Context: an optimization exercise on an open-source flow, tuned for small area and a short achievable clock period. The choices shown serve that exercise and are no tape-out recipe. At most, simulation tests tie the RTL to the original design; equivalence was not proved. Function not checked in runs 1 and 2: the RTL went through the layout flow alone. No activity file was given, so power comes from the tool's default toggle rates.

==> flow/design.v (outline; a module is shown in full before it is edited, if it fits) <==
// module cpu_alu_shifter: 41 lines
// module cpu_alu: 865 lines
// module cpu_alu_benc: 10 lines
// module cpu_alu_bpp: 11 lines
// module cpu_alu_benc2: 10 lines
// module cpu_alu_bpp2: 13 lines
// module cpu_alu_bppbit: 10 lines
// module cpu_alu_fa: 10 lines
// module cpu_alu_ha: 9 lines
// module cpu_alu_cpa: 538 lines
// module cpu_alu_nand2: 3 lines
// module cpu_alu_nor2: 3 lines
// module cpu_alu_xnor2: 3 lines
// module cpu_alu_inv: 3 lines
// module cpu_alu_aoi21: 3 lines
// module cpu_alu_oai21: 3 lines
// module cpu_alu_maj3n: 3 lines
module cpu_alu #(
    parameter int WIDTH = pkg_cpu_alu::ALU_WIDTH
) (
    input  logic             clk,
    input  logic             rst,
    input  logic             in_valid,
    input  logic [WIDTH-1:0] a,
    input  logic [WIDTH-1:0] b,
    input  logic [3:0]       oper,
    input  logic [3:0]       flags_in,
    output logic             out_valid,
    output logic [WIDTH-1:0] result,
    output logic [3:0]       flags_out
);
  // ...
==> flow/run.sh <==
#!/bin/bash
# synth_recipe.tcl (not shown) runs the flow's synth.tcl, then flattens the netlist and writes it again
# the make line also repeats each setting of config.mk as NAME=value (left out here)
make -C /OpenROAD-flow-scripts/flow DESIGN_CONFIG=/design/flow/config.mk WORK_HOME=/design/flow/orfs CLKGATE_MAP_FILE= SYNTH_SCRIPT=/design/flow/synth_recipe.tcl finish
==> flow/config.mk <==
export PLATFORM = sky130hd
export DESIGN_NAME = cpu_alu
export DESIGN_NICKNAME = cpu_alu
export VERILOG_FILES = /design/flow/design.v
export SDC_FILE = /design/flow/constraint.sdc
export NUM_CORES = 4
export LEC_CHECK = 0
export CAP_MARGIN = 20
export CORE_MARGIN = 2
export CORE_UTILIZATION = 60
export SETUP_SLACK_MARGIN = 3
export SLEW_MARGIN = 20
export SYNTH_HIERARCHICAL = 1
==> flow/constraint.sdc <==
create_clock -name core_clock -period 11.0 [get_ports {clk}]
set_input_delay 2.2000 -clock core_clock [delete_from_list [all_inputs] [get_ports {clk}]]
set_output_delay 2.2000 -clock core_clock [all_outputs]
set_load 0.01 [all_outputs]
==> flow_summary.toml, run 1 <==
[run_status]
outcome = "timing/DRC/antenna clean"

[sta]
max_slew_margin_pct = 12.8
final.setup.tns_ps = 0

[critical_path]
cp.depth = 20
critPathLaunchType = "input port"
worstPathCellList = "clkdlybuf4s50_1, buf_4, xnor2_2, o22ai_2, fa_1, fa_1, fa_1, fa_2, fa_1, fa_2, nor2_1, a21oi_2, xnor2_1, buf_4, nor2_1, a2111o_1, or4_4, nor3_4, nand2_1, o21ai_2"
crit_start = "a[3]"
critPathTopFamily = "adder cells"

[finish]
layout_commonest_cell = "xnor2_1"
num-multi-input-gates = 2055
largest_reg_flops = 32
clock_cell_area_share_pct = 0.696
syn_to_final_growth_pct = 17.0
fillers = 2646

[floorplan]
core_area_um2 = 33600
die_h_um = 189
dieArea_um2 = 35800
io-pin-count = 112

[route]
first_pass_iters = 6
drcViolationCount = 0
wl_met3_um = 9620
final_antenna_net_count = 0

[hold_path]
hold_path_class = "in2reg"

[global_route]
grt_max_degree = 69

[power_and_ir_drop]
pg_clk_uw = 160
comb-power_mw = 4.09
p_sw_mw = 2.36
switching_share_pct = 53.2

[logic_synthesis]
synth_mux_area_share_pct = 11.8
yosys-top-cells-area = "fa_1 (20%), xnor2_1 (17%), o22ai_1 (8.9%)"
synthArstFlopShare_pct = 0
yosys.area_share.simple_pct = 11.2
yosys_warnings = 9
yosysTopAreaCellShare_pct = 20.4
synth_ff_type = "dfxtp_1"

[clock_tree]
cts_tree = "built"
==> module cpu_alu_shifter, before the edit <==
module cpu_alu_shifter (
    input  logic [pkg_cpu_alu::ALU_WIDTH-1:0] i_a,
    input  logic [pkg_cpu_alu::ALU_WIDTH-1:0] i_b,
    input  logic [3:0]                i_op,
    input  logic                 i_c,
    output logic [pkg_cpu_alu::ALU_WIDTH-1:0] o_result,
    output logic                 o_c
);
    logic                 w_big;
    logic [4:0]           w_n;
    logic                 w_left;
    logic                 w_rot;
    logic                 w_fill;
    logic [4:0]           w_amt;
    logic [ALU_WIDTH-1:0] w_r [0:5];
    logic [ALU_WIDTH-1:0] w_ge;
    logic [ALU_WIDTH-1:0] w_keep;
    assign w_big  = |i_b[ALU_WIDTH-1:5];
    assign w_n    = i_b[4:0];
    assign w_left = (i_op == OP_LSL) || (i_op == OP_ROL);
    assign w_rot  = (i_op == OP_ROL) || (i_op == OP_ROR);
    assign w_fill = (i_op == OP_ASR) && i_a[ALU_WIDTH-1];
    assign w_amt  = w_left ? 5'd0 - w_n : w_n;
    assign w_r[0] = i_a;
    for (genvar s = 0; s < 5; s++) begin : g_rot
        assign w_r[s+1] = w_amt[s] ? {w_r[s][(1<<s)-1:0], w_r[s][ALU_WIDTH-1:(1<<s)]} : w_r[s];
    end
    for (genvar k = 0; k < ALU_WIDTH; k++) begin : g_keep
        assign w_ge[k]   = (5'(k) >= w_n);
        assign w_keep[k] = w_rot || (!w_big && (w_left ? w_ge[k] : w_ge[ALU_WIDTH-1-k]));
    end
    assign o_result = (w_r[5] & w_keep) | ({ALU_WIDTH{w_fill}} & ~w_keep);
    always_comb begin
        if (w_big && !w_rot)
            o_c = w_fill;
        else if (w_n == 5'd0)
            o_c = i_c;
        else
            o_c = w_left ? w_r[5][0] : w_r[5][ALU_WIDTH-1];
    end
endmodule
==> run 2, diff against run 1 <==
--- a/flow/design.v
+++ b/flow/design.v
@@ -50,5 +50,12 @@
     assign w_r[0] = i_a;
     for (genvar s = 0; s < 5; s++) begin : g_rot
-        assign w_r[s+1] = w_amt[s] ? {w_r[s][(1<<s)-1:0], w_r[s][ALU_WIDTH-1:(1<<s)]} : w_r[s];
+        for (genvar k = 0; k < ALU_WIDTH; k++) begin : g_bit
+            cpu_alu_mux2i u_mux (
+                .i_s (w_amt[s]),
+                .i_0 (w_r[s][k]),
+                .i_1 (w_r[s][(k + (1 << s)) % ALU_WIDTH]),
+                .o_y (w_r[s+1][k])
+            );
+        end
     end
     for (genvar k = 0; k < ALU_WIDTH; k++) begin : g_keep
@@ -56,5 +63,5 @@
         assign w_keep[k] = w_rot || (!w_big && (w_left ? w_ge[k] : w_ge[ALU_WIDTH-1-k]));
     end
-    assign o_result = (w_r[5] & w_keep) | ({ALU_WIDTH{w_fill}} & ~w_keep);
+    assign o_result = (~w_r[5] & w_keep) | ({ALU_WIDTH{w_fill}} & ~w_keep);
     always_comb begin
         if (w_big && !w_rot)
@@ -63,7 +70,15 @@
             o_c = i_c;
         else
-            o_c = w_left ? w_r[5][0] : w_r[5][ALU_WIDTH-1];
+            o_c = w_left ? ~w_r[5][0] : ~w_r[5][ALU_WIDTH-1];
     end
 endmodule
+module cpu_alu_mux2i (
+    input  logic i_s,
+    input  logic i_0,
+    input  logic i_1,
+    output logic o_y
+);
+    assign o_y = ~(i_s ? i_1 : i_0);
+endmodule
 import pkg_cpu_alu::*;
 module cpu_alu #(
--- a/flow/config.mk
+++ b/flow/config.mk
@@ -9,5 +9,5 @@
 export CORE_MARGIN = 2
 export CORE_UTILIZATION = 60
-export SETUP_SLACK_MARGIN = 3
+export SETUP_SLACK_MARGIN = 5
 export SLEW_MARGIN = 20
 export SYNTH_HIERARCHICAL = 1
==> run 2 against run 1 <==
Effect of this change: critical path type unchanged; critical path depth increased by 3; still clean on timing, DRC and antenna; setup slack got worse by 300 ps; worst hold slack improved by 3.6 ps; clock power decreased by 17%; synthesized cell count decreased by 0.20%; first-iteration DRC count increased by 26%; largest power group unchanged; cell count increased by 2.3%.
==> flow_summary.toml, run 2 <==
[sta]
fmax_mhz = 118
period_minus_slack_ps = 8460
rsz0062_at_grt = "true"
tightestPinTransition_ps = 980
drv_slew = 0
final.setup.tns_ps = 0
setup_violations = 0
finalCritPeriodShare_pct = 76.9
hold_viol_final = 0
max_slew_margin_pct = 34.5

[logic_synthesis]
ys_seq_area_share_pct = 3.56
synth_common_cells = "xnor2_1 (402), o22ai_1 (285), fa_1 (210)"
yosys_warnings = 10
yosys-top-cells-area = "fa_1 (21%), xnor2_1 (17%), mux2i_1 (10%)"
syn_area_um2 = 20300
synth_ff_type = "dfxtp_1"
synthCells = 2442
synth.most_common_cell = "xnor2_1"
ys_types = 85
synth_edf_count = 0
ys_seq_elements = 36
avgSynthCellArea_um2 = 8.30
synthArstFlopShare_pct = 0
yosysTopAreaCell = "fa_1"
yosysTopAreaCellShare_pct = 20.7

[clock_tree]
clk_pin_slew_ps = 50
cts_num_sinks = 36
htree_levels = 2
holdBufCountCts = 0
clk_path_buf_depth = 2
root_buffer = "clkbuf_16"
numCtsBuffers = 5
cts_tree = "built"

[critical_path]
cp.arrival_ps = 8650
critPathLaunchType = "input port"
crit_type = "in2reg"
end_kind = "register"
cp_data_required_time_ps = 11190
slowest_stage = "o22ai_1"
critPathBufInv = 3
cpMostUsedCell = "fa_1"
critPathTopFamily = "adder cells"
cp_max_fo = 7
worstPathCellList = "buf_4, ha_4, nor2b_4, buf_12, buf_4, xnor2_1, o22ai_1, fa_2, fa_1, fa_1, fa_1, fa_1, fa_1, nand2_1, o21ai_2, nand2_1, nand2b_1, mux2_2, o22ai_1, nand4_1, nor3_2, nand2_1, o21ai_2"
max_stage_delay_ps = 780

[placed_design]
place.gp.congestion = 1.03
io_buffers = 109
dp_hpwl_um = 61100
dp.cells = 2916

[finish]
final_cell_mix = "xnor2_1 (303), o22ai_1 (241), mux2i_1 (205), buf_4 (191), nand2_1 (185)"
layout_commonest_cell = "xnor2_1"
final_cells = 3137
largest_reg_flops = 32
largest_registers = "r_result (32), r_flags (3), r_valid (1)"
drive_above_1_share_pct = 28.1
syn_to_final_growth_pct = 29.0
regMostFlops = "r_result"
fin_nets = 3054
fillers = 2141

[global_route]
grt_use_total_pct = 49.1
grt_pass1_wl_um = 132000
antenna_found_initial = 1
grt_max_degree = 78
grt_pass1_vias = 22100
grt.overflow.total = 0

[power_and_ir_drop]
ir_drop_mv = 0.257
p_sw_mw = 2.73
p_clk_share_pct = 2.6
switching_share_pct = 54.2
power_density_nw_per_um2 = 193
leakagePower_nw = 10.7
pwr-share-comb_pct = 93.7
internal_power_mw = 2.31
pwr-share-seq_pct = 3.7

[floorplan]
die_width_um = 188
core_area_um2 = 33400
die_h_um = 188
start_util_pct = 60.7
placementRows = 67
dieArea_um2 = 35300
io-pin-count = 112

[route]
routed_via_density = 7.36
drcViolationCount = 0
wl_per_cell_um = 31.3
drt_iter0_drc = 3469
final_antenna_net_count = 0
vias = 23100
first_pass_iters = 10
totalWireLength_um = 98100

[run_status]
outcome = "timing/DRC/antenna clean"

[flow_run]
maxCapViolCount = 0

[hold_path]
hold_path_class = "in2reg"
## run 2: through the flow
stage / power (mW) / setup slack, ps / hold WS, ps / utilization (%) / instance area (µm²)
floorplan: 2.56 / 3690 / 2270 / - / 20900
global placement: 3.78 / 1770 / 2740 / 66.2 / 22100
detailed placement: 3.82 / 1670 / 2750 / 66.2 / 22100
CTS: 4.37 / 3270 / 2450 / 75.1 / 25100
global route: 5.21 / 2600 / 2470 / 78.3 / 26100
finish: 5.04 / 2540 / 2480 / 78.4 / 26100
## run 2: layout make-up
cell class	count	area, µm²	share of cell area (%)
Clock buffer	6	129	0.493
Timing Repair Buffer	397	4040	15.4
Inverter	176	702	2.68
Sequential cell	36	721	2.76
Tap cell	448	561	2.14
Antenna cell	2	5.00	0.0191
Multi-Input combinational cell	2068	20000	76.4
Clock inverter	1	5.00	0.0191
Timing Repair inverter	3	20.0	0.0766
## run 2: logic make-up (layout without fill, tap and decap cells)
kind of cell    after synthesis  in the layout  synth area share [%]
other cells                   1              5                0.0185
xor+xnor                    408            408                  17.6
buf+inv                     343            583                  8.61
simple gates                465            468                  11.6
fa+ha+maj                   292            292                  25.8
flops                        36             36                  3.56
mux                         225            225                  11.2
compound gates              672            672                  21.5
## run 2: per-module statistics from Yosys (local to each module, per instance), a selection
module	cells	area (µm²)
cpu_alu_inv	1	3.75
cpu_alu_nand2	1	3.75
cpu_alu_oai21	1	5.00
cpu_alu_fa	1	20.0
cpu_alu_cpa	118	801
cpu_alu	701	4780
cpu_alu_benc2	6	50.0
cpu_alu_xnor2	1	8.76
cpu_alu_nor2	1	3.75
## run 2: final timing paths
path                  startpoint          to  slack (ps)  cells after the start
worst max-delay path       b[20]  r_flags[0]        2540                     23
worst min-delay path    in_valid     r_valid        2480                      2
## run 2: power by group through the flow
stage / sequential (mW) / clock, mW / combinational (mW)
final: 0.186 / 0.133 / 4.72
after global routing: 0.191 / 0.139 / 4.88
after detailed placement: 0.190 / 0 / 3.63
after CTS: 0.187 / 0.134 / 4.05
after global placement: 0.188 / 0 / 3.59
after floorplan: 0.212 / 0 / 2.35
## run 2: metal layers
layer	vias to the layer above	global-route usage [%]	part of all wire [%]
met5	-	0	0.013
met2	2157	75.8	41
met3	890	12.0	14
met1	10900	57.2	33
met4	2	42.6	12
li1	9128	-	-
## run 2: what timing repair did
| item | in CTS | in global routing |
|---|---|---|
| pin swaps | 99 | 43 |
| buffers inserted | 157 | 45 |
| hold endpoints to repair | 0 | 0 |
| endpoints found under the setup margin | 35 | 33 |
| gates cloned | 6 | 4 |
| gates resized for setup | 465 | 185 |
==> module cpu_alu_cpa, before the edit <==
module cpu_alu_cpa (
    input  logic [31:0] i_x,
    input  logic [31:0] i_y,
    input  logic        i_cin,
    output logic [31:0] o_sum,
    output logic        o_cout,
    output logic        o_c31,
    output logic        o_zero
);
    logic [31:0] p;
    logic [31:0] c;
    logic [31:0] gn;
    logic n1;
    cpu_alu_nand2 u_n1 (.i_a(i_x[0]), .i_b(i_y[0]), .o_y(n1));
    logic n2;
    cpu_alu_nand2 u_n2 (.i_a(i_x[1]), .i_b(i_y[1]), .o_y(n2));
    logic n3;
    cpu_alu_nand2 u_n3 (.i_a(i_x[2]), .i_b(i_y[2]), .o_y(n3));
    logic n4;
    cpu_alu_nand2 u_n4 (.i_a(i_x[3]), .i_b(i_y[3]), .o_y(n4));
    logic n5;
    cpu_alu_nand2 u_n5 (.i_a(i_x[4]), .i_b(i_y[4]), .o_y(n5));
    logic n6;
    cpu_alu_nand2 u_n6 (.i_a(i_x[5]), .i_b(i_y[5]), .o_y(n6));
    logic n7;
    cpu_alu_nand2 u_n7 (.i_a(i_x[6]), .i_b(i_y[6]), .o_y(n7));
    logic n8;
    cpu_alu_nand2 u_n8 (.i_a(i_x[7]), .i_b(i_y[7]), .o_y(n8));
    logic n9;
    cpu_alu_nand2 u_n9 (.i_a(i_x[8]), .i_b(i_y[8]), .o_y(n9));
    logic n10;
    cpu_alu_nand2 u_n10 (.i_a(i_x[9]), .i_b(i_y[9]), .o_y(n10));
    logic n11;
    cpu_alu_nand2 u_n11 (.i_a(i_x[10]), .i_b(i_y[10]), .o_y(n11));
    logic n12;
    cpu_alu_nand2 u_n12 (.i_a(i_x[11]), .i_b(i_y[11]), .o_y(n12));
    logic n13;
    cpu_alu_nand2 u_n13 (.i_a(i_x[12]), .i_b(i_y[12]), .o_y(n13));
    logic n14;
    cpu_alu_nand2 u_n14 (.i_a(i_x[13]), .i_b(i_y[13]), .o_y(n14));
    logic n15;
    cpu_alu_nand2 u_n15 (.i_a(i_x[14]), .i_b(i_y[14]), .o_y(n15));
    logic n16;
    cpu_alu_nand2 u_n16 (.i_a(i_x[15]), .i_b(i_y[15]), .o_y(n16));
    logic n17;
    cpu_alu_nand2 u_n17 (.i_a(i_x[16]), .i_b(i_y[16]), .o_y(n17));
    logic n18;
    cpu_alu_nand2 u_n18 (.i_a(i_x[17]), .i_b(i_y[17]), .o_y(n18));
    logic n19;
    cpu_alu_nand2 u_n19 (.i_a(i_x[18]), .i_b(i_y[18]), .o_y(n19));
    logic n20;
    cpu_alu_nand2 u_n20 (.i_a(i_x[19]), .i_b(i_y[19]), .o_y(n20));
    logic n21;
    cpu_alu_nand2 u_n21 (.i_a(i_x[20]), .i_b(i_y[20]), .o_y(n21));
    logic n22;
    cpu_alu_nand2 u_n22 (.i_a(i_x[21]), .i_b(i_y[21]), .o_y(n22));
    logic n23;
    cpu_alu_nand2 u_n23 (.i_a(i_x[22]), .i_b(i_y[22]), .o_y(n23));
    logic n24;
    cpu_alu_nand2 u_n24 (.i_a(i_x[23]), .i_b(i_y[23]), .o_y(n24));
    logic n25;
    cpu_alu_nand2 u_n25 (.i_a(i_x[24]), .i_b(i_y[24]), .o_y(n25));
    logic n26;
    cpu_alu_nand2 u_n26 (.i_a(i_x[25]), .i_b(i_y[25]), .o_y(n26));
    logic n27;
    cpu_alu_nand2 u_n27 (.i_a(i_x[26]), .i_b(i_y[26]), .o_y(n27));
    logic n28;
    cpu_alu_nand2 u_n28 (.i_a(i_x[27]), .i_b(i_y[27]), .o_y(n28));
    logic n29;
    cpu_alu_nand2 u_n29 (.i_a(i_x[28]), .i_b(i_y[28]), .o_y(n29));
    logic n30;
    cpu_alu_nand2 u_n30 (.i_a(i_x[29]), .i_b(i_y[29]), .o_y(n30));
    logic n31;
    cpu_alu_nand2 u_n31 (.i_a(i_x[30]), .i_b(i_y[30]), .o_y(n31));
    logic n32;
    cpu_alu_nand2 u_n32 (.i_a(i_x[31]), .i_b(i_y[31]), .o_y(n32));
    logic n33;
    cpu_alu_xnor2 u_n33 (.i_a(i_x[0]), .i_b(i_y[0]), .o_y(n33));
    logic n34;
    cpu_alu_xnor2 u_n34 (.i_a(i_x[1]), .i_b(i_y[1]), .o_y(n34));
    logic n35;
    cpu_alu_xnor2 u_n35 (.i_a(i_x[2]), .i_b(i_y[2]), .o_y(n35));
    logic n36;
    cpu_alu_xnor2 u_n36 (.i_a(i_x[3]), .i_b(i_y[3]), .o_y(n36));
    logic n37;
    cpu_alu_xnor2 u_n37 (.i_a(i_x[4]), .i_b(i_y[4]), .o_y(n37));
    logic n38;
    cpu_alu_xnor2 u_n38 (.i_a(i_x[5]), .i_b(i_y[5]), .o_y(n38));
    logic n39;
    cpu_alu_xnor2 u_n39 (.i_a(i_x[6]), .i_b(i_y[6]), .o_y(n39));
    logic n40;
    cpu_alu_xnor2 u_n40 (.i_a(i_x[7]), .i_b(i_y[7]), .o_y(n40));
    logic n41;
    cpu_alu_xnor2 u_n41 (.i_a(i_x[8]), .i_b(i_y[8]), .o_y(n41));
    logic n42;
    cpu_alu_xnor2 u_n42 (.i_a(i_x[9]), .i_b(i_y[9]), .o_y(n42));
    logic n43;
    cpu_alu_xnor2 u_n43 (.i_a(i_x[10]), .i_b(i_y[10]), .o_y(n43));
    logic n44;
    cpu_alu_xnor2 u_n44 (.i_a(i_x[11]), .i_b(i_y[11]), .o_y(n44));
    logic n45;
    cpu_alu_xnor2 u_n45 (.i_a(i_x[12]), .i_b(i_y[12]), .o_y(n45));
    logic n46;
    cpu_alu_xnor2 u_n46 (.i_a(i_x[13]), .i_b(i_y[13]), .o_y(n46));
    logic n47;
    cpu_alu_xnor2 u_n47 (.i_a(i_x[14]), .i_b(i_y[14]), .o_y(n47));
    logic n48;
    cpu_alu_xnor2 u_n48 (.i_a(i_x[15]), .i_b(i_y[15]), .o_y(n48));
    logic n49;
    cpu_alu_xnor2 u_n49 (.i_a(i_x[16]), .i_b(i_y[16]), .o_y(n49));
    logic n50;
    cpu_alu_xnor2 u_n50 (.i_a(i_x[17]), .i_b(i_y[17]), .o_y(n50));
    logic n51;
    cpu_alu_xnor2 u_n51 (.i_a(i_x[18]), .i_b(i_y[18]), .o_y(n51));
    logic n52;
    cpu_alu_xnor2 u_n52 (.i_a(i_x[19]), .i_b(i_y[19]), .o_y(n52));
    logic n53;
    cpu_alu_xnor2 u_n53 (.i_a(i_x[20]), .i_b(i_y[20]), .o_y(n53));
    logic n54;
    cpu_alu_xnor2 u_n54 (.i_a(i_x[21]), .i_b(i_y[21]), .o_y(n54));
    logic n55;
    cpu_alu_xnor2 u_n55 (.i_a(i_x[22]), .i_b(i_y[22]), .o_y(n55));
    logic n56;
    cpu_alu_xnor2 u_n56 (.i_a(i_x[23]), .i_b(i_y[23]), .o_y(n56));
    logic n57;
    cpu_alu_xnor2 u_n57 (.i_a(i_x[24]), .i_b(i_y[24]), .o_y(n57));
    logic n58;
    cpu_alu_xnor2 u_n58 (.i_a(i_x[25]), .i_b(i_y[25]), .o_y(n58));
    logic n59;
    cpu_alu_xnor2 u_n59 (.i_a(i_x[26]), .i_b(i_y[26]), .o_y(n59));
    logic n60;
    cpu_alu_xnor2 u_n60 (.i_a(i_x[27]), .i_b(i_y[27]), .o_y(n60));
    logic n61;
    cpu_alu_xnor2 u_n61 (.i_a(i_x[28]), .i_b(i_y[28]), .o_y(n61));
    logic n62;
    cpu_alu_xnor2 u_n62 (.i_a(i_x[29]), .i_b(i_y[29]), .o_y(n62));
    logic n63;
    cpu_alu_xnor2 u_n63 (.i_a(i_x[30]), .i_b(i_y[30]), .o_y(n63));
    logic n64;
    cpu_alu_xnor2 u_n64 (.i_a(i_x[31]), .i_b(i_y[31]), .o_y(n64));
    logic n65;
    cpu_alu_maj3n u_n65 (.i_a(i_x[0]), .i_b(i_y[0]), .i_c(i_cin), .o_y(n65));
    logic n66;
    cpu_alu_oai21 u_n66 (.i_a(n34), .i_b(n65), .i_c(n2), .o_y(n66));
    logic n67;
    cpu_alu_oai21 u_n67 (.i_a(n36), .i_b(n3), .i_c(n4), .o_y(n67));
    logic n68;
    cpu_alu_nor2 u_n68 (.i_a(n36), .i_b(n35), .o_y(n68));
    logic n69;
    cpu_alu_oai21 u_n69 (.i_a(n38), .i_b(n5), .i_c(n6), .o_y(n69));
    logic n70;
    cpu_alu_nor2 u_n70 (.i_a(n38), .i_b(n37), .o_y(n70));
    logic n71;
    cpu_alu_oai21 u_n71 (.i_a(n40), .i_b(n7), .i_c(n8), .o_y(n71));
    logic n72;
    cpu_alu_nor2 u_n72 (.i_a(n40), .i_b(n39), .o_y(n72));
    logic n73;
    cpu_alu_oai21 u_n73 (.i_a(n42), .i_b(n9), .i_c(n10), .o_y(n73));
    logic n74;
    cpu_alu_nor2 u_n74 (.i_a(n42), .i_b(n41), .o_y(n74));
    logic n75;
    cpu_alu_oai21 u_n75 (.i_a(n44), .i_b(n11), .i_c(n12), .o_y(n75));
    logic n76;
    cpu_alu_nor2 u_n76 (.i_a(n44), .i_b(n43), .o_y(n76));
    logic n77;
    cpu_alu_oai21 u_n77 (.i_a(n46), .i_b(n13), .i_c(n14), .o_y(n77));
    logic n78;
    cpu_alu_nor2 u_n78 (.i_a(n46), .i_b(n45), .o_y(n78));
    logic n79;
    cpu_alu_oai21 u_n79 (.i_a(n48), .i_b(n15), .i_c(n16), .o_y(n79));
    logic n80;
    cpu_alu_nor2 u_n80 (.i_a(n48), .i_b(n47), .o_y(n80));
    logic n81;
    cpu_alu_oai21 u_n81 (.i_a(n50), .i_b(n17), .i_c(n18), .o_y(n81));
    logic n82;
    cpu_alu_nor2 u_n82 (.i_a(n50), .i_b(n49), .o_y(n82));
    logic n83;
    cpu_alu_oai21 u_n83 (.i_a(n52), .i_b(n19), .i_c(n20), .o_y(n83));
    logic n84;
    cpu_alu_nor2 u_n84 (.i_a(n52), .i_b(n51), .o_y(n84));
    logic n85;
    cpu_alu_oai21 u_n85 (.i_a(n54), .i_b(n21), .i_c(n22), .o_y(n85));
    logic n86;
    cpu_alu_nor2 u_n86 (.i_a(n54), .i_b(n53), .o_y(n86));
    logic n87;
    cpu_alu_oai21 u_n87 (.i_a(n56), .i_b(n23), .i_c(n24), .o_y(n87));
    logic n88;
    cpu_alu_nor2 u_n88 (.i_a(n56), .i_b(n55), .o_y(n88));
    logic n89;
    cpu_alu_oai21 u_n89 (.i_a(n58), .i_b(n25), .i_c(n26), .o_y(n89));
    logic n90;
    cpu_alu_nor2 u_n90 (.i_a(n58), .i_b(n57), .o_y(n90));
    logic n91;
    cpu_alu_oai21 u_n91 (.i_a(n60), .i_b(n27), .i_c(n28), .o_y(n91));
    logic n92;
    cpu_alu_nor2 u_n92 (.i_a(n60), .i_b(n59), .o_y(n92));
    logic n93;
    cpu_alu_oai21 u_n93 (.i_a(n62), .i_b(n29), .i_c(n30), .o_y(n93));
    logic n94;
    cpu_alu_nor2 u_n94 (.i_a(n62), .i_b(n61), .o_y(n94));
    logic n95;
    cpu_alu_oai21 u_n95 (.i_a(n64), .i_b(n31), .i_c(n32), .o_y(n95));
    logic n96;
    cpu_alu_nor2 u_n96 (.i_a(n64), .i_b(n63), .o_y(n96));
    logic n97;
    cpu_alu_inv u_n97 (.i_a(n66), .o_y(n97));
    logic n98;
    cpu_alu_oai21 u_n98 (.i_a(n35), .i_b(n97), .i_c(n3), .o_y(n98));
    logic n99;
    cpu_alu_aoi21 u_n99 (.i_a(n68), .i_b(n66), .i_c(n67), .o_y(n99));
    logic n100;
    cpu_alu_inv u_n100 (.i_a(n69), .o_y(n100));
    logic n101;
    cpu_alu_oai21 u_n101 (.i_a(n39), .i_b(n100), .i_c(n7), .o_y(n101));
    logic n102;
    cpu_alu_inv u_n102 (.i_a(n70), .o_y(n102));
    logic n103;
    cpu_alu_nor2 u_n103 (.i_a(n39), .i_b(n102), .o_y(n103));
    logic n104;
    cpu_alu_aoi21 u_n104 (.i_a(n72), .i_b(n69), .i_c(n71), .o_y(n104));
    logic n105;
    cpu_alu_nand2 u_n105 (.i_a(n72), .i_b(n70), .o_y(n105));
    logic n106;
    cpu_alu_inv u_n106 (.i_a(n73), .o_y(n106));
    logic n107;
    cpu_alu_oai21 u_n107 (.i_a(n43), .i_b(n106), .i_c(n11), .o_y(n107));
    logic n108;
    cpu_alu_inv u_n108 (.i_a(n74), .o_y(n108));
    logic n109;
    cpu_alu_nor2 u_n109 (.i_a(n43), .i_b(n108), .o_y(n109));
    logic n110;
    cpu_alu_aoi21 u_n110 (.i_a(n76), .i_b(n73), .i_c(n75), .o_y(n110));
    logic n111;
    cpu_alu_nand2 u_n111 (.i_a(n76), .i_b(n74), .o_y(n111));
    logic n112;
    cpu_alu_inv u_n112 (.i_a(n77), .o_y(n112));
    logic n113;
    cpu_alu_oai21 u_n113 (.i_a(n47), .i_b(n112), .i_c(n15), .o_y(n113));
    logic n114;
    cpu_alu_inv u_n114 (.i_a(n78), .o_y(n114));
    logic n115;
    cpu_alu_nor2 u_n115 (.i_a(n47), .i_b(n114), .o_y(n115));
    logic n116;
    cpu_alu_aoi21 u_n116 (.i_a(n80), .i_b(n77), .i_c(n79), .o_y(n116));
    logic n117;
    cpu_alu_nand2 u_n117 (.i_a(n80), .i_b(n78), .o_y(n117));
    logic n118;
    cpu_alu_inv u_n118 (.i_a(n81), .o_y(n118));
    logic n119;
    cpu_alu_oai21 u_n119 (.i_a(n51), .i_b(n118), .i_c(n19), .o_y(n119));
    logic n120;
    cpu_alu_inv u_n120 (.i_a(n82), .o_y(n120));
    logic n121;
    cpu_alu_nor2 u_n121 (.i_a(n51), .i_b(n120), .o_y(n121));
    logic n122;
    cpu_alu_aoi21 u_n122 (.i_a(n84), .i_b(n81), .i_c(n83), .o_y(n122));
    logic n123;
    cpu_alu_nand2 u_n123 (.i_a(n84), .i_b(n82), .o_y(n123));
    logic n124;
    cpu_alu_inv u_n124 (.i_a(n85), .o_y(n124));
    logic n125;
    cpu_alu_oai21 u_n125 (.i_a(n55), .i_b(n124), .i_c(n23), .o_y(n125));
    logic n126;
    cpu_alu_inv u_n126 (.i_a(n86), .o_y(n126));
    logic n127;
    cpu_alu_nor2 u_n127 (.i_a(n55), .i_b(n126), .o_y(n127));
    logic n128;
    cpu_alu_aoi21 u_n128 (.i_a(n88), .i_b(n85), .i_c(n87), .o_y(n128));
    logic n129;
    cpu_alu_nand2 u_n129 (.i_a(n88), .i_b(n86), .o_y(n129));
    logic n130;
    cpu_alu_inv u_n130 (.i_a(n89), .o_y(n130));
    logic n131;
    cpu_alu_oai21 u_n131 (.i_a(n59), .i_b(n130), .i_c(n27), .o_y(n131));
    logic n132;
    cpu_alu_inv u_n132 (.i_a(n90), .o_y(n132));
    logic n133;
    cpu_alu_nor2 u_n133 (.i_a(n59), .i_b(n132), .o_y(n133));
    logic n134;
    cpu_alu_aoi21 u_n134 (.i_a(n92), .i_b(n89), .i_c(n91), .o_y(n134));
    logic n135;
    cpu_alu_nand2 u_n135 (.i_a(n92), .i_b(n90), .o_y(n135));
    logic n136;
    cpu_alu_inv u_n136 (.i_a(n93), .o_y(n136));
    logic n137;
    cpu_alu_oai21 u_n137 (.i_a(n63), .i_b(n136), .i_c(n31), .o_y(n137));
    logic n138;
    cpu_alu_inv u_n138 (.i_a(n94), .o_y(n138));
    logic n139;
    cpu_alu_nor2 u_n139 (.i_a(n63), .i_b(n138), .o_y(n139));
    logic n140;
    cpu_alu_aoi21 u_n140 (.i_a(n96), .i_b(n93), .i_c(n95), .o_y(n140));
    logic n141;
    cpu_alu_nand2 u_n141 (.i_a(n96), .i_b(n94), .o_y(n141));
    logic n142;
    cpu_alu_oai21 u_n142 (.i_a(n37), .i_b(n99), .i_c(n5), .o_y(n142));
    logic n143;
    cpu_alu_inv u_n143 (.i_a(n99), .o_y(n143));
    logic n144;
    cpu_alu_aoi21 u_n144 (.i_a(n70), .i_b(n143), .i_c(n69), .o_y(n144));
    logic n145;
    cpu_alu_inv u_n145 (.i_a(n99), .o_y(n145));
    logic n146;
    cpu_alu_aoi21 u_n146 (.i_a(n103), .i_b(n145), .i_c(n101), .o_y(n146));
    logic n147;
    cpu_alu_oai21 u_n147 (.i_a(n105), .i_b(n99), .i_c(n104), .o_y(n147));
    logic n148;
    cpu_alu_oai21 u_n148 (.i_a(n45), .i_b(n110), .i_c(n13), .o_y(n148));
    logic n149;
    cpu_alu_nor2 u_n149 (.i_a(n45), .i_b(n111), .o_y(n149));
    logic n150;
    cpu_alu_inv u_n150 (.i_a(n110), .o_y(n150));
    logic n151;
    cpu_alu_aoi21 u_n151 (.i_a(n78), .i_b(n150), .i_c(n77), .o_y(n151));
    logic n152;
    cpu_alu_inv u_n152 (.i_a(n111), .o_y(n152));
    logic n153;
    cpu_alu_nand2 u_n153 (.i_a(n78), .i_b(n152), .o_y(n153));
    logic n154;
    cpu_alu_inv u_n154 (.i_a(n110), .o_y(n154));
    logic n155;
    cpu_alu_aoi21 u_n155 (.i_a(n115), .i_b(n154), .i_c(n113), .o_y(n155));
    logic n156;
    cpu_alu_inv u_n156 (.i_a(n111), .o_y(n156));
    logic n157;
    cpu_alu_nand2 u_n157 (.i_a(n115), .i_b(n156), .o_y(n157));
    logic n158;
    cpu_alu_oai21 u_n158 (.i_a(n117), .i_b(n110), .i_c(n116), .o_y(n158));
    logic n159;
    cpu_alu_nor2 u_n159 (.i_a(n117), .i_b(n111), .o_y(n159));
    logic n160;
    cpu_alu_oai21 u_n160 (.i_a(n53), .i_b(n122), .i_c(n21), .o_y(n160));
    logic n161;
    cpu_alu_nor2 u_n161 (.i_a(n53), .i_b(n123), .o_y(n161));
    logic n162;
    cpu_alu_inv u_n162 (.i_a(n122), .o_y(n162));
    logic n163;
    cpu_alu_aoi21 u_n163 (.i_a(n86), .i_b(n162), .i_c(n85), .o_y(n163));
    logic n164;
    cpu_alu_inv u_n164 (.i_a(n123), .o_y(n164));
    logic n165;
    cpu_alu_nand2 u_n165 (.i_a(n86), .i_b(n164), .o_y(n165));
    logic n166;
    cpu_alu_inv u_n166 (.i_a(n122), .o_y(n166));
    logic n167;
    cpu_alu_aoi21 u_n167 (.i_a(n127), .i_b(n166), .i_c(n125), .o_y(n167));
    logic n168;
    cpu_alu_inv u_n168 (.i_a(n123), .o_y(n168));
    logic n169;
    cpu_alu_nand2 u_n169 (.i_a(n127), .i_b(n168), .o_y(n169));
    logic n170;
    cpu_alu_oai21 u_n170 (.i_a(n129), .i_b(n122), .i_c(n128), .o_y(n170));
    logic n171;
    cpu_alu_nor2 u_n171 (.i_a(n129), .i_b(n123), .o_y(n171));
    logic n172;
    cpu_alu_oai21 u_n172 (.i_a(n61), .i_b(n134), .i_c(n29), .o_y(n172));
    logic n173;
    cpu_alu_nor2 u_n173 (.i_a(n61), .i_b(n135), .o_y(n173));
    logic n174;
    cpu_alu_inv u_n174 (.i_a(n134), .o_y(n174));
    logic n175;
    cpu_alu_aoi21 u_n175 (.i_a(n94), .i_b(n174), .i_c(n93), .o_y(n175));
    logic n176;
    cpu_alu_inv u_n176 (.i_a(n135), .o_y(n176));
    logic n177;
    cpu_alu_nand2 u_n177 (.i_a(n94), .i_b(n176), .o_y(n177));
    logic n178;
    cpu_alu_inv u_n178 (.i_a(n134), .o_y(n178));
    logic n179;
    cpu_alu_aoi21 u_n179 (.i_a(n139), .i_b(n178), .i_c(n137), .o_y(n179));
    logic n180;
    cpu_alu_inv u_n180 (.i_a(n135), .o_y(n180));
    logic n181;
    cpu_alu_nand2 u_n181 (.i_a(n139), .i_b(n180), .o_y(n181));
    logic n182;
    cpu_alu_oai21 u_n182 (.i_a(n141), .i_b(n134), .i_c(n140), .o_y(n182));
    logic n183;
    cpu_alu_nor2 u_n183 (.i_a(n141), .i_b(n135), .o_y(n183));
    logic n184;
    cpu_alu_inv u_n184 (.i_a(n147), .o_y(n184));
    logic n185;
    cpu_alu_oai21 u_n185 (.i_a(n41), .i_b(n184), .i_c(n9), .o_y(n185));
    logic n186;
    cpu_alu_aoi21 u_n186 (.i_a(n74), .i_b(n147), .i_c(n73), .o_y(n186));
    logic n187;
    cpu_alu_aoi21 u_n187 (.i_a(n109), .i_b(n147), .i_c(n107), .o_y(n187));
    logic n188;
    cpu_alu_inv u_n188 (.i_a(n147), .o_y(n188));
    logic n189;
    cpu_alu_oai21 u_n189 (.i_a(n111), .i_b(n188), .i_c(n110), .o_y(n189));
    logic n190;
    cpu_alu_aoi21 u_n190 (.i_a(n149), .i_b(n147), .i_c(n148), .o_y(n190));
    logic n191;
    cpu_alu_inv u_n191 (.i_a(n147), .o_y(n191));
    logic n192;
    cpu_alu_oai21 u_n192 (.i_a(n153), .i_b(n191), .i_c(n151), .o_y(n192));
    logic n193;
    cpu_alu_inv u_n193 (.i_a(n147), .o_y(n193));
    logic n194;
    cpu_alu_oai21 u_n194 (.i_a(n157), .i_b(n193), .i_c(n155), .o_y(n194));
    logic n195;
    cpu_alu_aoi21 u_n195 (.i_a(n159), .i_b(n147), .i_c(n158), .o_y(n195));
    logic n196;
    cpu_alu_inv u_n196 (.i_a(n170), .o_y(n196));
    logic n197;
    cpu_alu_oai21 u_n197 (.i_a(n57), .i_b(n196), .i_c(n25), .o_y(n197));
    logic n198;
    cpu_alu_inv u_n198 (.i_a(n171), .o_y(n198));
    logic n199;
    cpu_alu_nor2 u_n199 (.i_a(n57), .i_b(n198), .o_y(n199));
    logic n200;
    cpu_alu_aoi21 u_n200 (.i_a(n90), .i_b(n170), .i_c(n89), .o_y(n200));
    logic n201;
    cpu_alu_nand2 u_n201 (.i_a(n90), .i_b(n171), .o_y(n201));
    logic n202;
    cpu_alu_aoi21 u_n202 (.i_a(n133), .i_b(n170), .i_c(n131), .o_y(n202));
    logic n203;
    cpu_alu_nand2 u_n203 (.i_a(n133), .i_b(n171), .o_y(n203));
    logic n204;
    cpu_alu_inv u_n204 (.i_a(n170), .o_y(n204));
    logic n205;
    cpu_alu_oai21 u_n205 (.i_a(n135), .i_b(n204), .i_c(n134), .o_y(n205));
    logic n206;
    cpu_alu_inv u_n206 (.i_a(n171), .o_y(n206));
    logic n207;
    cpu_alu_nor2 u_n207 (.i_a(n135), .i_b(n206), .o_y(n207));
    logic n208;
    cpu_alu_aoi21 u_n208 (.i_a(n173), .i_b(n170), .i_c(n172), .o_y(n208));
    logic n209;
    cpu_alu_nand2 u_n209 (.i_a(n173), .i_b(n171), .o_y(n209));
    logic n210;
    cpu_alu_inv u_n210 (.i_a(n170), .o_y(n210));
    logic n211;
    cpu_alu_oai21 u_n211 (.i_a(n177), .i_b(n210), .i_c(n175), .o_y(n211));
    logic n212;
    cpu_alu_inv u_n212 (.i_a(n171), .o_y(n212));
    logic n213;
    cpu_alu_nor2 u_n213 (.i_a(n177), .i_b(n212), .o_y(n213));
    logic n214;
    cpu_alu_inv u_n214 (.i_a(n170), .o_y(n214));
    logic n215;
    cpu_alu_oai21 u_n215 (.i_a(n181), .i_b(n214), .i_c(n179), .o_y(n215));
    logic n216;
    cpu_alu_inv u_n216 (.i_a(n171), .o_y(n216));
    logic n217;
    cpu_alu_nor2 u_n217 (.i_a(n181), .i_b(n216), .o_y(n217));
    logic n218;
    cpu_alu_aoi21 u_n218 (.i_a(n183), .i_b(n170), .i_c(n182), .o_y(n218));
    logic n219;
    cpu_alu_nand2 u_n219 (.i_a(n183), .i_b(n171), .o_y(n219));
    logic n220;
    cpu_alu_oai21 u_n220 (.i_a(n49), .i_b(n195), .i_c(n17), .o_y(n220));
    logic n221;
    cpu_alu_inv u_n221 (.i_a(n195), .o_y(n221));
    logic n222;
    cpu_alu_aoi21 u_n222 (.i_a(n82), .i_b(n221), .i_c(n81), .o_y(n222));
    logic n223;
    cpu_alu_inv u_n223 (.i_a(n195), .o_y(n223));
    logic n224;
    cpu_alu_aoi21 u_n224 (.i_a(n121), .i_b(n223), .i_c(n119), .o_y(n224));
    logic n225;
    cpu_alu_oai21 u_n225 (.i_a(n123), .i_b(n195), .i_c(n122), .o_y(n225));
    logic n226;
    cpu_alu_inv u_n226 (.i_a(n195), .o_y(n226));
    logic n227;
    cpu_alu_aoi21 u_n227 (.i_a(n161), .i_b(n226), .i_c(n160), .o_y(n227));
    logic n228;
    cpu_alu_oai21 u_n228 (.i_a(n165), .i_b(n195), .i_c(n163), .o_y(n228));
    logic n229;
    cpu_alu_oai21 u_n229 (.i_a(n169), .i_b(n195), .i_c(n167), .o_y(n229));
    logic n230;
    cpu_alu_inv u_n230 (.i_a(n195), .o_y(n230));
    logic n231;
    cpu_alu_aoi21 u_n231 (.i_a(n171), .i_b(n230), .i_c(n170), .o_y(n231));
    logic n232;
    cpu_alu_inv u_n232 (.i_a(n195), .o_y(n232));
    logic n233;
    cpu_alu_aoi21 u_n233 (.i_a(n199), .i_b(n232), .i_c(n197), .o_y(n233));
    logic n234;
    cpu_alu_oai21 u_n234 (.i_a(n201), .i_b(n195), .i_c(n200), .o_y(n234));
    logic n235;
    cpu_alu_oai21 u_n235 (.i_a(n203), .i_b(n195), .i_c(n202), .o_y(n235));
    logic n236;
    cpu_alu_inv u_n236 (.i_a(n195), .o_y(n236));
    logic n237;
    cpu_alu_aoi21 u_n237 (.i_a(n207), .i_b(n236), .i_c(n205), .o_y(n237));
    logic n238;
    cpu_alu_oai21 u_n238 (.i_a(n209), .i_b(n195), .i_c(n208), .o_y(n238));
    logic n239;
    cpu_alu_inv u_n239 (.i_a(n195), .o_y(n239));
    logic n240;
    cpu_alu_aoi21 u_n240 (.i_a(n213), .i_b(n239), .i_c(n211), .o_y(n240));
    logic n241;
    cpu_alu_inv u_n241 (.i_a(n195), .o_y(n241));
    logic n242;
    cpu_alu_aoi21 u_n242 (.i_a(n217), .i_b(n241), .i_c(n215), .o_y(n242));
    logic n243;
    cpu_alu_oai21 u_n243 (.i_a(n219), .i_b(n195), .i_c(n218), .o_y(n243));
    assign p = ~{n64, n63, n62, n61, n60, n59, n58, n57, n56, n55, n54, n53, n52, n51, n50, n49, n48, n47, n46, n45, n44, n43, n42, n41, n40, n39, n38, n37, n36, n35, n34, n33};
    assign gn = {n32, n31, n30, n29, n28, n27, n26, n25, n24, n23, n22, n21, n20, n19, n18, n17, n16, n15, n14, n13, n12, n11, n10, n9, n8, n7, n6, n5, n4, n3, n2, n1};
    logic n244;
    cpu_alu_inv u_n244 (.i_a(n242), .o_y(n244));
    logic n245;
    cpu_alu_inv u_n245 (.i_a(n240), .o_y(n245));
    logic n246;
    cpu_alu_inv u_n246 (.i_a(n237), .o_y(n246));
    logic n247;
    cpu_alu_inv u_n247 (.i_a(n233), .o_y(n247));
    logic n248;
    cpu_alu_inv u_n248 (.i_a(n231), .o_y(n248));
    logic n249;
    cpu_alu_inv u_n249 (.i_a(n227), .o_y(n249));
    logic n250;
    cpu_alu_inv u_n250 (.i_a(n224), .o_y(n250));
    logic n251;
    cpu_alu_inv u_n251 (.i_a(n222), .o_y(n251));
    logic n252;
    cpu_alu_inv u_n252 (.i_a(n195), .o_y(n252));
    logic n253;
    cpu_alu_inv u_n253 (.i_a(n190), .o_y(n253));
    logic n254;
    cpu_alu_inv u_n254 (.i_a(n187), .o_y(n254));
    logic n255;
    cpu_alu_inv u_n255 (.i_a(n186), .o_y(n255));
    logic n256;
    cpu_alu_inv u_n256 (.i_a(n146), .o_y(n256));
    logic n257;
    cpu_alu_inv u_n257 (.i_a(n144), .o_y(n257));
    logic n258;
    cpu_alu_inv u_n258 (.i_a(n99), .o_y(n258));
    logic n259;
    cpu_alu_inv u_n259 (.i_a(n65), .o_y(n259));
    assign c = {n243, n244, n245, n238, n246, n235, n234, n247, n248, n229, n228, n249, n225, n250, n251, n220, n252, n194, n192, n253, n189, n254, n255, n185, n147, n256, n257, n142, n258, n98, n66, n259};
    assign o_sum  = p ^ {c[30:0], i_cin};
    assign o_cout = c[31];
    assign o_c31  = c[30];
    assign o_zero = ~|(p ^ {p[30:0] | ~gn[30:0], i_cin});
endmodule
==> run 3, diff against run 2 <==
--- a/flow/design.v
+++ b/flow/design.v
@@ -1518,43 +1518,231 @@
     logic n243;
     cpu_alu_oai21 u_n243 (.i_a(n219), .i_b(n195), .i_c(n218), .o_y(n243));
-    assign p = ~{n64, n63, n62, n61, n60, n59, n58, n57, n56, n55, n54, n53, n52, n51, n50, n49, n48, n47, n46, n45, n44, n43, n42, n41, n40, n39, n38, n37, n36, n35, n34, n33};
-    assign gn = {n32, n31, n30, n29, n28, n27, n26, n25, n24, n23, n22, n21, n20, n19, n18, n17, n16, n15, n14, n13, n12, n11, n10, n9, n8, n7, n6, n5, n4, n3, n2, n1};
     logic n244;
-    cpu_alu_inv u_n244 (.i_a(n242), .o_y(n244));
+    cpu_alu_nand2 u_n244 (.i_a(n33), .i_b(n1), .o_y(n244));
     logic n245;
-    cpu_alu_inv u_n245 (.i_a(n240), .o_y(n245));
+    cpu_alu_nand2 u_n245 (.i_a(n34), .i_b(n2), .o_y(n245));
     logic n246;
-    cpu_alu_inv u_n246 (.i_a(n237), .o_y(n246));
+    cpu_alu_nand2 u_n246 (.i_a(n35), .i_b(n3), .o_y(n246));
     logic n247;
-    cpu_alu_inv u_n247 (.i_a(n233), .o_y(n247));
+    cpu_alu_nand2 u_n247 (.i_a(n36), .i_b(n4), .o_y(n247));
     logic n248;
-    cpu_alu_inv u_n248 (.i_a(n231), .o_y(n248));
+    cpu_alu_nand2 u_n248 (.i_a(n37), .i_b(n5), .o_y(n248));
     logic n249;
-    cpu_alu_inv u_n249 (.i_a(n227), .o_y(n249));
+    cpu_alu_nand2 u_n249 (.i_a(n38), .i_b(n6), .o_y(n249));
     logic n250;
-    cpu_alu_inv u_n250 (.i_a(n224), .o_y(n250));
+    cpu_alu_nand2 u_n250 (.i_a(n39), .i_b(n7), .o_y(n250));
     logic n251;
-    cpu_alu_inv u_n251 (.i_a(n222), .o_y(n251));
+    cpu_alu_nand2 u_n251 (.i_a(n40), .i_b(n8), .o_y(n251));
     logic n252;
-    cpu_alu_inv u_n252 (.i_a(n195), .o_y(n252));
+    cpu_alu_nand2 u_n252 (.i_a(n41), .i_b(n9), .o_y(n252));
     logic n253;
-    cpu_alu_inv u_n253 (.i_a(n190), .o_y(n253));
+    cpu_alu_nand2 u_n253 (.i_a(n42), .i_b(n10), .o_y(n253));
     logic n254;
-    cpu_alu_inv u_n254 (.i_a(n187), .o_y(n254));
+    cpu_alu_nand2 u_n254 (.i_a(n43), .i_b(n11), .o_y(n254));
     logic n255;
-    cpu_alu_inv u_n255 (.i_a(n186), .o_y(n255));
+    cpu_alu_nand2 u_n255 (.i_a(n44), .i_b(n12), .o_y(n255));
     logic n256;
-    cpu_alu_inv u_n256 (.i_a(n146), .o_y(n256));
+    cpu_alu_nand2 u_n256 (.i_a(n45), .i_b(n13), .o_y(n256));
     logic n257;
-    cpu_alu_inv u_n257 (.i_a(n144), .o_y(n257));
+    cpu_alu_nand2 u_n257 (.i_a(n46), .i_b(n14), .o_y(n257));
     logic n258;
-    cpu_alu_inv u_n258 (.i_a(n99), .o_y(n258));
+    cpu_alu_nand2 u_n258 (.i_a(n47), .i_b(n15), .o_y(n258));
     logic n259;
-    cpu_alu_inv u_n259 (.i_a(n65), .o_y(n259));
-    assign c = {n243, n244, n245, n238, n246, n235, n234, n247, n248, n229, n228, n249, n225, n250, n251, n220, n252, n194, n192, n253, n189, n254, n255, n185, n147, n256, n257, n142, n258, n98, n66, n259};
+    cpu_alu_nand2 u_n259 (.i_a(n48), .i_b(n16), .o_y(n259));
+    logic n260;
+    cpu_alu_nand2 u_n260 (.i_a(n49), .i_b(n17), .o_y(n260));
+    logic n261;
+    cpu_alu_nand2 u_n261 (.i_a(n50), .i_b(n18), .o_y(n261));
+    logic n262;
+    cpu_alu_nand2 u_n262 (.i_a(n51), .i_b(n19), .o_y(n262));
+    logic n263;
+    cpu_alu_nand2 u_n263 (.i_a(n52), .i_b(n20), .o_y(n263));
+    logic n264;
+    cpu_alu_nand2 u_n264 (.i_a(n53), .i_b(n21), .o_y(n264));
+    logic n265;
+    cpu_alu_nand2 u_n265 (.i_a(n54), .i_b(n22), .o_y(n265));
+    logic n266;
+    cpu_alu_nand2 u_n266 (.i_a(n55), .i_b(n23), .o_y(n266));
+    logic n267;
+    cpu_alu_nand2 u_n267 (.i_a(n56), .i_b(n24), .o_y(n267));
+    logic n268;
+    cpu_alu_nand2 u_n268 (.i_a(n57), .i_b(n25), .o_y(n268));
+    logic n269;
+    cpu_alu_nand2 u_n269 (.i_a(n58), .i_b(n26), .o_y(n269));
+    logic n270;
+    cpu_alu_nand2 u_n270 (.i_a(n59), .i_b(n27), .o_y(n270));
+    logic n271;
+    cpu_alu_nand2 u_n271 (.i_a(n60), .i_b(n28), .o_y(n271));
+    logic n272;
+    cpu_alu_nand2 u_n272 (.i_a(n61), .i_b(n29), .o_y(n272));
+    logic n273;
+    cpu_alu_nand2 u_n273 (.i_a(n62), .i_b(n30), .o_y(n273));
+    logic n274;
+    cpu_alu_nand2 u_n274 (.i_a(n63), .i_b(n31), .o_y(n274));
+    logic n275;
+    cpu_alu_xnor2 u_n275 (.i_a(n33), .i_b(i_cin), .o_y(n275));
+    logic n276;
+    cpu_alu_xnor2 u_n276 (.i_a(n34), .i_b(n244), .o_y(n276));
+    logic n277;
+    cpu_alu_xnor2 u_n277 (.i_a(n35), .i_b(n245), .o_y(n277));
+    logic n278;
+    cpu_alu_xnor2 u_n278 (.i_a(n36), .i_b(n246), .o_y(n278));
+    logic n279;
+    cpu_alu_xnor2 u_n279 (.i_a(n37), .i_b(n247), .o_y(n279));
+    logic n280;
+    cpu_alu_xnor2 u_n280 (.i_a(n38), .i_b(n248), .o_y(n280));
+    logic n281;
+    cpu_alu_xnor2 u_n281 (.i_a(n39), .i_b(n249), .o_y(n281));
+    logic n282;
+    cpu_alu_xnor2 u_n282 (.i_a(n40), .i_b(n250), .o_y(n282));
+    logic n283;
+    cpu_alu_xnor2 u_n283 (.i_a(n41), .i_b(n251), .o_y(n283));
+    logic n284;
+    cpu_alu_xnor2 u_n284 (.i_a(n42), .i_b(n252), .o_y(n284));
+    logic n285;
+    cpu_alu_xnor2 u_n285 (.i_a(n43), .i_b(n253), .o_y(n285));
+    logic n286;
+    cpu_alu_xnor2 u_n286 (.i_a(n44), .i_b(n254), .o_y(n286));
+    logic n287;
+    cpu_alu_xnor2 u_n287 (.i_a(n45), .i_b(n255), .o_y(n287));
+    logic n288;
+    cpu_alu_xnor2 u_n288 (.i_a(n46), .i_b(n256), .o_y(n288));
+    logic n289;
+    cpu_alu_xnor2 u_n289 (.i_a(n47), .i_b(n257), .o_y(n289));
+    logic n290;
+    cpu_alu_xnor2 u_n290 (.i_a(n48), .i_b(n258), .o_y(n290));
+    logic n291;
+    cpu_alu_xnor2 u_n291 (.i_a(n49), .i_b(n259), .o_y(n291));
+    logic n292;
+    cpu_alu_xnor2 u_n292 (.i_a(n50), .i_b(n260), .o_y(n292));
+    logic n293;
+    cpu_alu_xnor2 u_n293 (.i_a(n51), .i_b(n261), .o_y(n293));
+    logic n294;
+    cpu_alu_xnor2 u_n294 (.i_a(n52), .i_b(n262), .o_y(n294));
+    logic n295;
+    cpu_alu_xnor2 u_n295 (.i_a(n53), .i_b(n263), .o_y(n295));
+    logic n296;
+    cpu_alu_xnor2 u_n296 (.i_a(n54), .i_b(n264), .o_y(n296));
+    logic n297;
+    cpu_alu_xnor2 u_n297 (.i_a(n55), .i_b(n265), .o_y(n297));
+    logic n298;
+    cpu_alu_xnor2 u_n298 (.i_a(n56), .i_b(n266), .o_y(n298));
+    logic n299;
+    cpu_alu_xnor2 u_n299 (.i_a(n57), .i_b(n267), .o_y(n299));
+    logic n300;
+    cpu_alu_xnor2 u_n300 (.i_a(n58), .i_b(n268), .o_y(n300));
+    logic n301;
+    cpu_alu_xnor2 u_n301 (.i_a(n59), .i_b(n269), .o_y(n301));
+    logic n302;
+    cpu_alu_xnor2 u_n302 (.i_a(n60), .i_b(n270), .o_y(n302));
+    logic n303;
+    cpu_alu_xnor2 u_n303 (.i_a(n61), .i_b(n271), .o_y(n303));
+    logic n304;
+    cpu_alu_xnor2 u_n304 (.i_a(n62), .i_b(n272), .o_y(n304));
+    logic n305;
+    cpu_alu_xnor2 u_n305 (.i_a(n63), .i_b(n273), .o_y(n305));
+    logic n306;
+    cpu_alu_xnor2 u_n306 (.i_a(n64), .i_b(n274), .o_y(n306));
+    logic n307;
+    cpu_alu_nor2 u_n307 (.i_a(n275), .i_b(n276), .o_y(n307));
+    logic n308;
+    cpu_alu_nor2 u_n308 (.i_a(n277), .i_b(n278), .o_y(n308));
+    logic n309;
+    cpu_alu_nor2 u_n309 (.i_a(n279), .i_b(n280), .o_y(n309));
+    logic n310;
+    cpu_alu_nor2 u_n310 (.i_a(n281), .i_b(n282), .o_y(n310));
+    logic n311;
+    cpu_alu_nor2 u_n311 (.i_a(n283), .i_b(n284), .o_y(n311));
+    logic n312;
+    cpu_alu_nor2 u_n312 (.i_a(n285), .i_b(n286), .o_y(n312));
+    logic n313;
+    cpu_alu_nor2 u_n313 (.i_a(n287), .i_b(n288), .o_y(n313));
+    logic n314;
+    cpu_alu_nor2 u_n314 (.i_a(n289), .i_b(n290), .o_y(n314));
+    logic n315;
+    cpu_alu_nor2 u_n315 (.i_a(n291), .i_b(n292), .o_y(n315));
+    logic n316;
+    cpu_alu_nor2 u_n316 (.i_a(n293), .i_b(n294), .o_y(n316));
+    logic n317;
+    cpu_alu_nor2 u_n317 (.i_a(n295), .i_b(n296), .o_y(n317));
+    logic n318;
+    cpu_alu_nor2 u_n318 (.i_a(n297), .i_b(n298), .o_y(n318));
+    logic n319;
+    cpu_alu_nor2 u_n319 (.i_a(n299), .i_b(n300), .o_y(n319));
+    logic n320;
+    cpu_alu_nor2 u_n320 (.i_a(n301), .i_b(n302), .o_y(n320));
+    logic n321;
+    cpu_alu_nor2 u_n321 (.i_a(n303), .i_b(n304), .o_y(n321));
+    logic n322;
+    cpu_alu_nor2 u_n322 (.i_a(n305), .i_b(n306), .o_y(n322));
+    logic n323;
+    cpu_alu_nand2 u_n323 (.i_a(n307), .i_b(n308), .o_y(n323));
+    logic n324;
+    cpu_alu_nand2 u_n324 (.i_a(n309), .i_b(n310), .o_y(n324));
+    logic n325;
+    cpu_alu_nand2 u_n325 (.i_a(n311), .i_b(n312), .o_y(n325));
+    logic n326;
+    cpu_alu_nand2 u_n326 (.i_a(n313), .i_b(n314), .o_y(n326));
+    logic n327;
+    cpu_alu_nand2 u_n327 (.i_a(n315), .i_b(n316), .o_y(n327));
+    logic n328;
+    cpu_alu_nand2 u_n328 (.i_a(n317), .i_b(n318), .o_y(n328));
+    logic n329;
+    cpu_alu_nand2 u_n329 (.i_a(n319), .i_b(n320), .o_y(n329));
+    logic n330;
+    cpu_alu_nand2 u_n330 (.i_a(n321), .i_b(n322), .o_y(n330));
+    logic n331;
+    cpu_alu_nor2 u_n331 (.i_a(n323), .i_b(n324), .o_y(n331));
+    logic n332;
+    cpu_alu_nor2 u_n332 (.i_a(n325), .i_b(n326), .o_y(n332));
+    logic n333;
+    cpu_alu_nor2 u_n333 (.i_a(n327), .i_b(n328), .o_y(n333));
+    logic n334;
+    cpu_alu_nor2 u_n334 (.i_a(n329), .i_b(n330), .o_y(n334));
+    logic n335;
+    cpu_alu_nand2 u_n335 (.i_a(n331), .i_b(n332), .o_y(n335));
+    logic n336;
+    cpu_alu_nand2 u_n336 (.i_a(n333), .i_b(n334), .o_y(n336));
+    logic n337;
+    cpu_alu_nor2 u_n337 (.i_a(n335), .i_b(n336), .o_y(n337));
+    assign o_zero = n337;
+    assign p = ~{n64, n63, n62, n61, n60, n59, n58, n57, n56, n55, n54, n53, n52, n51, n50, n49, n48, n47, n46, n45, n44, n43, n42, n41, n40, n39, n38, n37, n36, n35, n34, n33};
+    assign gn = {n32, n31, n30, n29, n28, n27, n26, n25, n24, n23, n22, n21, n20, n19, n18, n17, n16, n15, n14, n13, n12, n11, n10, n9, n8, n7, n6, n5, n4, n3, n2, n1};
+    logic n338;
+    cpu_alu_inv u_n338 (.i_a(n242), .o_y(n338));
+    logic n339;
+    cpu_alu_inv u_n339 (.i_a(n240), .o_y(n339));
+    logic n340;
+    cpu_alu_inv u_n340 (.i_a(n237), .o_y(n340));
+    logic n341;
+    cpu_alu_inv u_n341 (.i_a(n233), .o_y(n341));
+    logic n342;
+    cpu_alu_inv u_n342 (.i_a(n231), .o_y(n342));
+    logic n343;
+    cpu_alu_inv u_n343 (.i_a(n227), .o_y(n343));
+    logic n344;
+    cpu_alu_inv u_n344 (.i_a(n224), .o_y(n344));
+    logic n345;
+    cpu_alu_inv u_n345 (.i_a(n222), .o_y(n345));
+    logic n346;
+    cpu_alu_inv u_n346 (.i_a(n195), .o_y(n346));
+    logic n347;
+    cpu_alu_inv u_n347 (.i_a(n190), .o_y(n347));
+    logic n348;
+    cpu_alu_inv u_n348 (.i_a(n187), .o_y(n348));
+    logic n349;
+    cpu_alu_inv u_n349 (.i_a(n186), .o_y(n349));
+    logic n350;
+    cpu_alu_inv u_n350 (.i_a(n146), .o_y(n350));
+    logic n351;
+    cpu_alu_inv u_n351 (.i_a(n144), .o_y(n351));
+    logic n352;
+    cpu_alu_inv u_n352 (.i_a(n99), .o_y(n352));
+    logic n353;
+    cpu_alu_inv u_n353 (.i_a(n65), .o_y(n353));
+    assign c = {n243, n338, n339, n238, n340, n235, n234, n341, n342, n229, n228, n343, n225, n344, n345, n220, n346, n194, n192, n347, n189, n348, n349, n185, n147, n350, n351, n142, n352, n98, n66, n353};
     assign o_sum  = p ^ {c[30:0], i_cin};
     assign o_cout = c[31];
     assign o_c31  = c[30];
-    assign o_zero = ~|(p ^ {p[30:0] | ~gn[30:0], i_cin});
 endmodule
 module cpu_alu_nand2 (input logic i_a, input logic i_b, output logic o_y);
==> flow/flow/run.sh (new file) <==
#!/bin/bash
# Standard layout, except that the port buffers are plain buf_2 cells instead of the
# resizer's default choice.
set -e
export BUFFER_PORTS_ARGS="-buffer_cell sky130_fd_sc_hd__buf_2"
bash standard.sh > standard.log 2>&1
==> flow/standard.sh (new file) <==
#!/bin/bash
# synth_recipe.tcl (not shown) runs the flow's synth.tcl, then flattens the netlist and writes it again
# the make line also repeats each setting of config.mk as NAME=value (left out here)
make -C /OpenROAD-flow-scripts/flow DESIGN_CONFIG=/design/flow/config.mk WORK_HOME=/design/flow/orfs CLKGATE_MAP_FILE= SYNTH_SCRIPT=/design/flow/synth_recipe.tcl "${@:-finish}"
removed: flow/run.sh
==> run 3 against run 2 <==
Effect of this change: critical path depth up 3; critical path type unchanged; still clean on timing, DRC and antenna; first-iteration DRC count down 15%; clock power up 16%.
==> flow_summary.toml, run 3 <==
[run_status]
outcome = "timing/DRC/antenna clean"

[floorplan]
core_area_um2 = 33400
start_util_pct = 60.7
placementRows = 67
die_width_um = 188
die_h_um = 188
dieArea_um2 = 35200
io-pin-count = 112

[global_route]
grt.overflow.total = 0
grt_pass1_wl_um = 125000
grt_pass1_vias = 20900
antenna_found_initial = 3
grt_max_degree = 65
grt_use_total_pct = 46.5

[route]
totalWireLength_um = 91200
wl_per_cell_um = 29.1
final_antenna_net_count = 0
vias = 22300
routed_via_density = 7.12
drt_iter0_drc = 2963
drcViolationCount = 0
first_pass_iters = 8

[critical_path]
crit_start = "b[3]"
max_stage_delay_ps = 480
cp_data_required_time_ps = 11150
end_kind = "register"
critPathLaunchType = "input port"
critPathTopFamily = "adder cells"
cp_max_fo = 7
cp.depth = 26
critPathBufInv = 6
critPathCapture = "r_result[26]"
cpMostUsedCell = "fa_1"
crit_type = "in2reg"
slowest_stage = "fa_1"
cp.arrival_ps = 7660

[clock_tree]
clk_path_buf_depth = 2
htree_levels = 2
holdBufCountCts = 0
cts_num_sinks = 36
clk_pin_slew_ps = 50
cts_tree = "built"
numCtsBuffers = 5
root_buffer = "clkbuf_16"

[power_and_ir_drop]
ir_drop_mv = 0.782
pwr-share-seq_pct = 3.8
leakagePower_nw = 10.7
p_clk_share_pct = 3.1
internal_power_mw = 2.31
p_sw_mw = 2.61
power_density_nw_per_um2 = 189
pwr-share-comb_pct = 93.1
switching_share_pct = 53.0

[logic_synthesis]
syn_area_um2 = 20300
synth_edf_count = 0
synthCells = 2450
avgSynthCellArea_um2 = 8.27
ys_seq_elements = 36
synthArstFlopShare_pct = 0
yosysTopAreaCellShare_pct = 20.8
yosysTopAreaCell = "fa_1"
yosys-top-cells-area = "fa_1 (21%), xnor2_1 (19%), mux2i_1 (10%)"
synth.most_common_cell = "xnor2_1"
ys_types = 80
synth_ff_type = "dfxtp_1"
synth_common_cells = "xnor2_1 (434), o22ai_1 (280), nand2_1 (218)"
ys_seq_area_share_pct = 3.56
yosys_warnings = 10

[finish]
drive_above_1_share_pct = 30.9
syn_to_final_growth_pct = 28.7
final_cell_mix = "xnor2_1 (343), o22ai_1 (234), buf_4 (207), mux2i_1 (205), nand2_1 (199)"
largest_reg_flops = 32
layout_commonest_cell = "xnor2_1"
fin_nets = 3053
largest_registers = "r_result (32), r_flags (3), r_valid (1)"
regMostFlops = "r_result"

[flow_run]
maxCapViolCount = 0

[sta]
rsz0062_at_grt = "true"
fmax_mhz = 133
finalCritPeriodShare_pct = 68.3
max_slew_margin_pct = 8.42
period_minus_slack_ps = 7510
drv_slew = 0
hold_viol_final = 0
final.setup.tns_ps = 0
hold_ws_ps = 2070
tightestPinTransition_ps = 1340
setup_violations = 0

[placed_design]
place.gp.congestion = 0.992
io_buffers = 109
dp_hpwl_um = 56100

[hold_path]
min_path_cells = 2
hold_path_class = "in2reg"
-- run 3: how the worst min path moves through the flow --
stage,end,slack (ps),start
after CTS,r_valid,2060,rst
final,r_valid,2070,rst
after floorplan,r_valid,2270,rst
after global routing,r_valid,2080,rst
after detailed placement,r_valid,2370,rst
after global placement,r_valid,2360,rst
-- run 3: logic make-up after synthesis --
group	Yosys count	synth area share (%)
buf+inv	338	8.52
flops	36	3.56
other cells	1	0.0185
simple gates	482	11.6
xor+xnor	436	18.9
mux	221	11.0
compound gates	644	20.6
fa+ha+maj	292	25.8
-- run 3: area by class of cell --
cell class / instances / area (µm²)
inverters: 171 / 687
flip-flops and latches: 36 / 721
clock buffers: 7 / 153
well taps: 448 / 561
diodes: 1 / 2.50
multi-input cells: 2084 / 20200
repair inverters: 5 / 35.0
fillers: 2178 / 7290
repair buffers: 383 / 3700
-- run 3: metrics by stage --
step	instances	power (mW)	instance area (µm²)	setup slack (ps)	util [%]
floorplan	2452	2.60	20900	3750	-
CTS	3059	4.28	24500	3770	73.3
finish	3135	4.92	26100	3490	78.1
detailed placement	2880	3.67	21200	2400	63.6
global placement	2880	3.61	21200	2510	63.6
global route	3134	5.14	26100	3380	78.1
-- run 3: power by group through the flow --
stage / clock network, mW / registers (mW) / logic, mW
3_5_place_dp: 0 / 0.189 / 3.48
6_report: 0.154 / 0.186 / 4.58
5_1_grt: 0.161 / 0.189 / 4.79
2_1_floorplan: 0 / 0.212 / 2.39
4_1_cts: 0.155 / 0.186 / 3.94
3_3_place_gp: 0 / 0.187 / 3.42
-- run 3: repair_timing --
action,in CTS,in global routing
setup endpoints to repair,35,29
setup buffers,153,70
pin swaps,107,85
gates cloned,19,5
gates resized for setup,305,209
-- run 3: per-module statistics from Yosys (local to each module, per instance), excerpt --
module | flip-flops and latches | cell area, µm²
cpu_alu_benc2 | 0 | 50.0
cpu_alu_cpa | 0 | 280
cpu_alu_inv | 0 | 3.75
cpu_alu_maj3n | 0 | 12.5
cpu_alu_mux2i | 0 | 10.0
cpu_alu_nand2 | 0 | 3.75
cpu_alu_oai21 | 0 | 5.00
cpu_alu_xnor2 | 0 | 8.76
-- run 3: metal layers --
| metal | wire length (µm) | share of wire (%) | vias up | global-route usage [%] |
|---|---|---|---|---|
| li1 | - | - | 9092 | - |
| met5 | 11 | 0.012 | - | 0 |
| met4 | 8640 | 9.5 | 2 | 31.0 |
| met1 | 30600 | 34 | 10500 | 56.2 |
| met3 | 12400 | 14 | 694 | 11.8 |
| met2 | 39500 | 43 | 2014 | 73.5 |

==> re-timing with driven ports <==
Ports are ideal in the flow. The routed layouts listed here were re-timed in OpenROAD.
Step 1, drivers: a clkbuf_16 drives clk and a buf_2 each remaining input, both assumed.
Step 2, shift: input delay + t, output delay - t, t = (earliest + latest rising clock arrival at the registers) / 2. This alone moves slack from input paths to output paths.
Slacks: no drivers / after step 1 / after step 2; pairs: no drivers / after step 1.
| run | t (ns) | setup slack, ns | worst slew at a driven data input, ns | cell pins on the clock port's net |
|---|---|---|---|---|
| run 1 | 0.315 | 2.842 / 2.857 / 2.542 | 0.04 | 1 |
| run 2 | 0.316 | 2.538 / 2.552 / 2.236 | 0.07 | 1 |
| run 3 | 0.336 | 3.490 / 3.445 / 3.110 | 0.15 | 1 |
After both steps setup and hold are still met in every run listed. For run 3, which loses most, drivers alone change the setup slack by -0.045 ns; drivers and shift together by -0.380 ns.
